This design comes from an exercise in tuning for small area on the open sky130 flow, not from production work.
Only simulation tests tie the RTL to the original design; equivalence was not proved.
No activity file was given, so power comes from the tool's default toggle rates.

==> flow/design.v (excerpt) <==
module reg_file
#(
  parameter int DATA_W = reg_file_pkg::DATA_W,
  parameter int ADDR_W = reg_file_pkg::ADDR_W
) (
  input  logic              i_clk,
  input  logic              i_rst,
  input  logic [ADDR_W-1:0] i_raddr_a,
  input  logic [ADDR_W-1:0] i_raddr_b,
  input  logic              i_we,
  input  logic [ADDR_W-1:0] i_waddr,
  input  logic [DATA_W-1:0] i_wdata,
  output logic [DATA_W-1:0] out_a,
  output logic [DATA_W-1:0] out_b,
  output logic [31:0]       wr_cnt
);
Size in the first run: roughly 2200 cells after synthesis, ~1100 flip-flops, roughly 150 I/O pins.
export LEC_CHECK = 0
export CAP_MARGIN = 20
export CORE_MARGIN = 2
export CORE_UTILIZATION = 55
export GPL_TIMING_DRIVEN = 0
export SETUP_SLACK_MARGIN = 0.1
export SLEW_MARGIN = 20
export SYNTH_HIERARCHICAL = 1
export SYNTH_MINIMUM_KEEP_SIZE = 0
create_clock -name core_clock -period 6.0 [get_ports {i_clk}]
standard.sh (not shown) runs the stock make flow with config.mk's settings and CLKGATE_MAP_FILE= SYNTH_SCRIPT=/design/flow/synth_recipe.tcl, a recipe that flattens the netlist after the stock synthesis.
==> flow/flow/run.sh <==
#!/bin/bash
# Layout flow: the standard ORFS flow (standard.sh, unchanged synthesis) with these
# changes to how the layout is made:
#  - ports are buffered with buf_1 instead of the default delay-buffer cell,
#  - clock tree synthesis uses clkbuf_16 with larger sink clusters and inserts no dummy loads.
# make's full output goes to make.log here; ORFS's own per-step logs stay under orfs/logs.
set -euo pipefail
bash standard.sh \
  "BUFFER_PORTS_ARGS=-buffer_cell sky130_fd_sc_hd__buf_1" \
  "CTS_ARGS=-sink_clustering_enable -repair_clock_nets -dont_use_dummy_load -buf_list sky130_fd_sc_hd__clkbuf_16 -sink_clustering_size 25 -sink_clustering_max_diameter 80" \
  finish > make.log 2>&1
Change:
==> flow/run.sh (new file) <==
#!/bin/bash
# synth_recipe.tcl (not shown) runs the flow's synth.tcl, then flattens the netlist and writes it again
# the make line also repeats each setting of config.mk as NAME=value (left out here)
make -C /OpenROAD-flow-scripts/flow DESIGN_CONFIG=/design/flow/config.mk WORK_HOME=/design/flow/orfs CLKGATE_MAP_FILE= SYNTH_SCRIPT=/design/flow/synth_recipe.tcl finish
--- a/flow/config.mk
+++ b/flow/config.mk
@@ -9,5 +9,5 @@
 export CORE_MARGIN = 2
-export CORE_UTILIZATION = 55
-export GPL_TIMING_DRIVEN = 0
-export SETUP_SLACK_MARGIN = 0.1
+export CORE_UTILIZATION = 50
+export CTS_BUF_LIST = sky130_fd_sc_hd__clkbuf_4 sky130_fd_sc_hd__clkbuf_8
+export SETUP_SLACK_MARGIN = 0.2
 export SLEW_MARGIN = 20
removed: flow/flow/run.sh
removed: flow/standard.sh
Effect:
- sequential share of layout area shrinks by 2.9 points
- global-route usage fell by 3.5 points
- total power rose by 21%
- routed wire length climbs by 0.73%
- clock-buffer cell count grows by 168
- setup slack degrades by 0.52 ns

---

The RTL this note starts from:
==> flow/design.v <==
package reg_file_pkg;
  localparam int DATA_W = 32;
  localparam int ADDR_W = 5;
  localparam logic [ADDR_W-1:0] REG_ZERO = 5'd0;
  localparam logic [ADDR_W-1:0] REG_SP   = 5'd29;
  localparam logic [ADDR_W-1:0] REG_RA   = 5'd31;
endpackage
module reg_file_rport
#(
  parameter int DW = reg_file_pkg::DATA_W
) (
  input  logic [30:0]      i_sel,    
  input  logic [31*DW-1:0] i_regs,   
  output logic [DW-1:0]    o_rdata
);
  for (genvar b = 0; b < DW; b++) begin : g_bit
    logic [9:0] nhit;   
    for (genvar k = 0; k < 10; k++) begin : g_tri
      reg_file_aoi222 u_tri (
        .a1 (i_sel[3*k]),   .a2 (i_regs[(3*k)*DW + b]),
        .b1 (i_sel[3*k+1]), .b2 (i_regs[(3*k+1)*DW + b]),
        .c1 (i_sel[3*k+2]), .c2 (i_regs[(3*k+2)*DW + b]),
        .y  (nhit[k])
      );
    end
    reg_file_rcomb u_comb (
      .i_nhit (nhit),
      .i_sel  (i_sel[30]),
      .i_reg  (i_regs[30*DW + b]),
      .o_y    (o_rdata[b])
    );
  end
endmodule
module reg_file_aoi222 (
  input  logic a1, a2, b1, b2, c1, c2,
  output logic y
);
  assign y = ~((a1 & a2) | (b1 & b2) | (c1 & c2));
endmodule
module reg_file_rcomb (
  input  logic [9:0] i_nhit,
  input  logic       i_sel,
  input  logic       i_reg,
  output logic       o_y
);
  assign o_y = ~(&i_nhit) | (i_sel & i_reg);
endmodule
module reg_file
#(
  parameter int DATA_W = reg_file_pkg::DATA_W,
  parameter int ADDR_W = reg_file_pkg::ADDR_W
) (
  input  logic              i_clk,
  input  logic              i_rst,
  input  logic [ADDR_W-1:0] i_raddr_a,
  input  logic [ADDR_W-1:0] i_raddr_b,
  input  logic              i_we,
  input  logic [ADDR_W-1:0] i_waddr,
  input  logic [DATA_W-1:0] i_wdata,
  output logic [DATA_W-1:0] out_a,
  output logic [DATA_W-1:0] out_b,
  output logic [31:0]       wr_cnt
);
  localparam int DEPTH = 2**ADDR_W;
  logic [(DEPTH-1)*DATA_W-1:0] regs_q;          
  logic [DEPTH-1:1]            wsel;            
  logic [DEPTH-1:1]            valid_q;         
  logic [DEPTH-2:0]            sel_a, sel_b;    
  logic [31:0]                 wr_cnt_q;
  logic                        wr_valid;
  assign wr_valid = i_we && (i_waddr != reg_file_pkg::REG_ZERO);
  for (genvar g = 1; g < DEPTH; g++) begin : g_reg
    logic [DATA_W-1:0] data_q;
    logic              valid;
    assign wsel[g] = i_we && (i_waddr == g);
    always_ff @(posedge i_clk) begin
      if (wsel[g]) data_q <= i_wdata;
    end
    always_ff @(posedge i_clk or posedge i_rst) begin
      if (i_rst)        valid <= 1'b0;
      else if (wsel[g]) valid <= 1'b1;
    end
    assign regs_q[(g-1)*DATA_W +: DATA_W] = data_q;
    assign valid_q[g]  = valid;
    assign sel_a[g-1]  = valid && (i_raddr_a == g);
    assign sel_b[g-1]  = valid && (i_raddr_b == g);
  end
  always_ff @(posedge i_clk or posedge i_rst) begin
    if (i_rst)         wr_cnt_q <= '0;
    else if (wr_valid) wr_cnt_q <= wr_cnt_q + 32'd1;
  end
  assign wr_cnt = wr_cnt_q;
  reg_file_rport #(.DW(DATA_W)) u_rport_a (
    .i_sel   (sel_a),
    .i_regs  (regs_q),
    .o_rdata (out_a)
  );
  reg_file_rport #(.DW(DATA_W)) u_rport_b (
    .i_sel   (sel_b),
    .i_regs  (regs_q),
    .o_rdata (out_b)
  );
endmodule
export LEC_CHECK = 0
export CAP_MARGIN = 20
export CORE_MARGIN = 2
export CORE_UTILIZATION = 55
export SETUP_SLACK_MARGIN = 0.1
export SLEW_MARGIN = 20
export SYNTH_HIERARCHICAL = 1
export SYNTH_MINIMUM_KEEP_SIZE = 0
create_clock -name core_clock -period 6.0 [get_ports {i_clk}]
==> flow/flow/run.sh <==
#!/bin/bash
# Layout flow: the standard ORFS flow (standard.sh, unchanged synthesis) with these
# changes to how the layout is made:
#  - ports are buffered with buf_1 instead of the default delay-buffer cell,
#  - clock tree synthesis uses clkbuf_4 with small sink clusters and inserts no dummy loads.
# make's full output goes to make.log here; ORFS's own per-step logs stay under orfs/logs.
set -euo pipefail
bash standard.sh \
  "BUFFER_PORTS_ARGS=-buffer_cell sky130_fd_sc_hd__buf_1" \
  "CTS_ARGS=-sink_clustering_enable -repair_clock_nets -dont_use_dummy_load -buf_list sky130_fd_sc_hd__clkbuf_4 -sink_clustering_size 10 -sink_clustering_max_diameter 45" \
  finish > make.log 2>&1
The baseline went through all stages and came out clean.
Then changed:
==> flow/flow/run.sh (replaced) <==
#!/bin/bash
# Layout flow: the standard ORFS flow (standard.sh, unchanged synthesis) with three
# changes to how the layout is made:
#  - ports are buffered with buf_1 instead of the default delay-buffer cell,
#  - clock tree synthesis inserts no dummy loads,
#  - the global-route stage recovers area/power on paths with positive slack.
# Each tool's full output goes to make.log here; ORFS's own per-step logs stay under orfs/logs.
set -euo pipefail
bash standard.sh \
  "BUFFER_PORTS_ARGS=-buffer_cell sky130_fd_sc_hd__buf_1" \
  "CTS_ARGS=-sink_clustering_enable -repair_clock_nets -dont_use_dummy_load" \
  "RECOVER_POWER=100" \
  finish > make.log 2>&1
- SETUP_SLACK_MARGIN: 0.1 -> unset
Now the flow finished but fails on capacitance limit, slew limit.
Setup slack is worse by 0.40 ns.
Clock power goes up by about 70%.
Final cell count is lower by 0.89%.
Sequential share of layout area drops by 1.6 points.
Fmax decreases by 6.9%.
Final area came out higher by about 2.4%.
Sequential power hardly moves.
Clock-buffer cell count goes down by 27.
Routed wire length is about the same.
First-iteration DRC count falls by 4.8%.
Global-route usage is about the same.
Then changed:
==> flow/flow/run.sh (replaced) <==
#!/bin/bash
# Layout flow: the standard ORFS flow (standard.sh, unchanged synthesis) with two
# changes to how the layout is made:
#  - ports are buffered with buf_1 instead of the default delay-buffer cell,
#  - clock tree synthesis inserts no dummy loads.
# make's full output goes to make.log here; ORFS's own per-step logs stay under orfs/logs.
set -euo pipefail
bash standard.sh \
  "BUFFER_PORTS_ARGS=-buffer_cell sky130_fd_sc_hd__buf_1" \
  "CTS_ARGS=-sink_clustering_enable -repair_clock_nets -dont_use_dummy_load" \
  finish > make.log 2>&1
- SETUP_SLACK_MARGIN: unset -> 0.1
The new run completed with no timing, DRC or antenna violations. Global-route usage does not change. Final cell count stays flat. Die area stays the same. Sequential cell count stays the same. First-iteration DRC count increases by about 4%. Register-to-register slack improved by 0.70 ns.
Then changed:
==> flow/run.sh (new file) <==
#!/bin/bash
# synth_recipe.tcl (not shown) runs the flow's synth.tcl, then flattens the netlist and writes it again
# the make line also repeats each setting of config.mk as NAME=value (left out here)
make -C /OpenROAD-flow-scripts/flow DESIGN_CONFIG=/design/flow/config.mk WORK_HOME=/design/flow/orfs CLKGATE_MAP_FILE= SYNTH_SCRIPT=/design/flow/synth_recipe.tcl finish
- CORE_UTILIZATION: 55 -> 50
- SETUP_SLACK_MARGIN: 0.1 -> 0.2
removed: flow/flow/run.sh
removed: flow/standard.sh
Result: Count of clock-buffer cells in the layout goes up by 28; final cell count goes up by a few percent; via count goes down slightly; clock power goes up by about a fifth; non-clock buffer count goes up by 29; worst hold slack improves by 0.0048 ns.

[port drivers added, routing unchanged]
The results above use ideal ports. As a check the final layouts listed here were re-extracted and re-timed, cells and wires unchanged.
Step 1, drivers: a clkbuf_16 drives i_clk and a buf_2 each remaining input, both assumed.
Step 2 also shifts input and output timing later by t, the mid clock arrival at the registers, as if the neighbouring blocks saw the same clock.
a / b / c = no drivers / after step 1 / after step 2; a / b = the first two.
run	t (ns)	slack for setup (ns)	pins driven straight from the clock port
the first run of note 1	0.707	0.584 / 0.539 / 0.539	1
the second run of note 1	0.897	0.062 / 0.037 / 0.037	1
the first run of note 2	1.095	0.627 / 0.583 / 0.583	1
the second run of note 2	0.730	0.227 / 0.264 / -0.466	1
the third run of note 2	0.730	0.677 / 0.620 / 0.620	1
the fourth run of note 2	0.728	0.124 / 0.102 / 0.102	1
For the second run of note 2, which loses most, drivers alone change the setup slack by +0.037 ns; drivers and shift together by -0.693 ns.
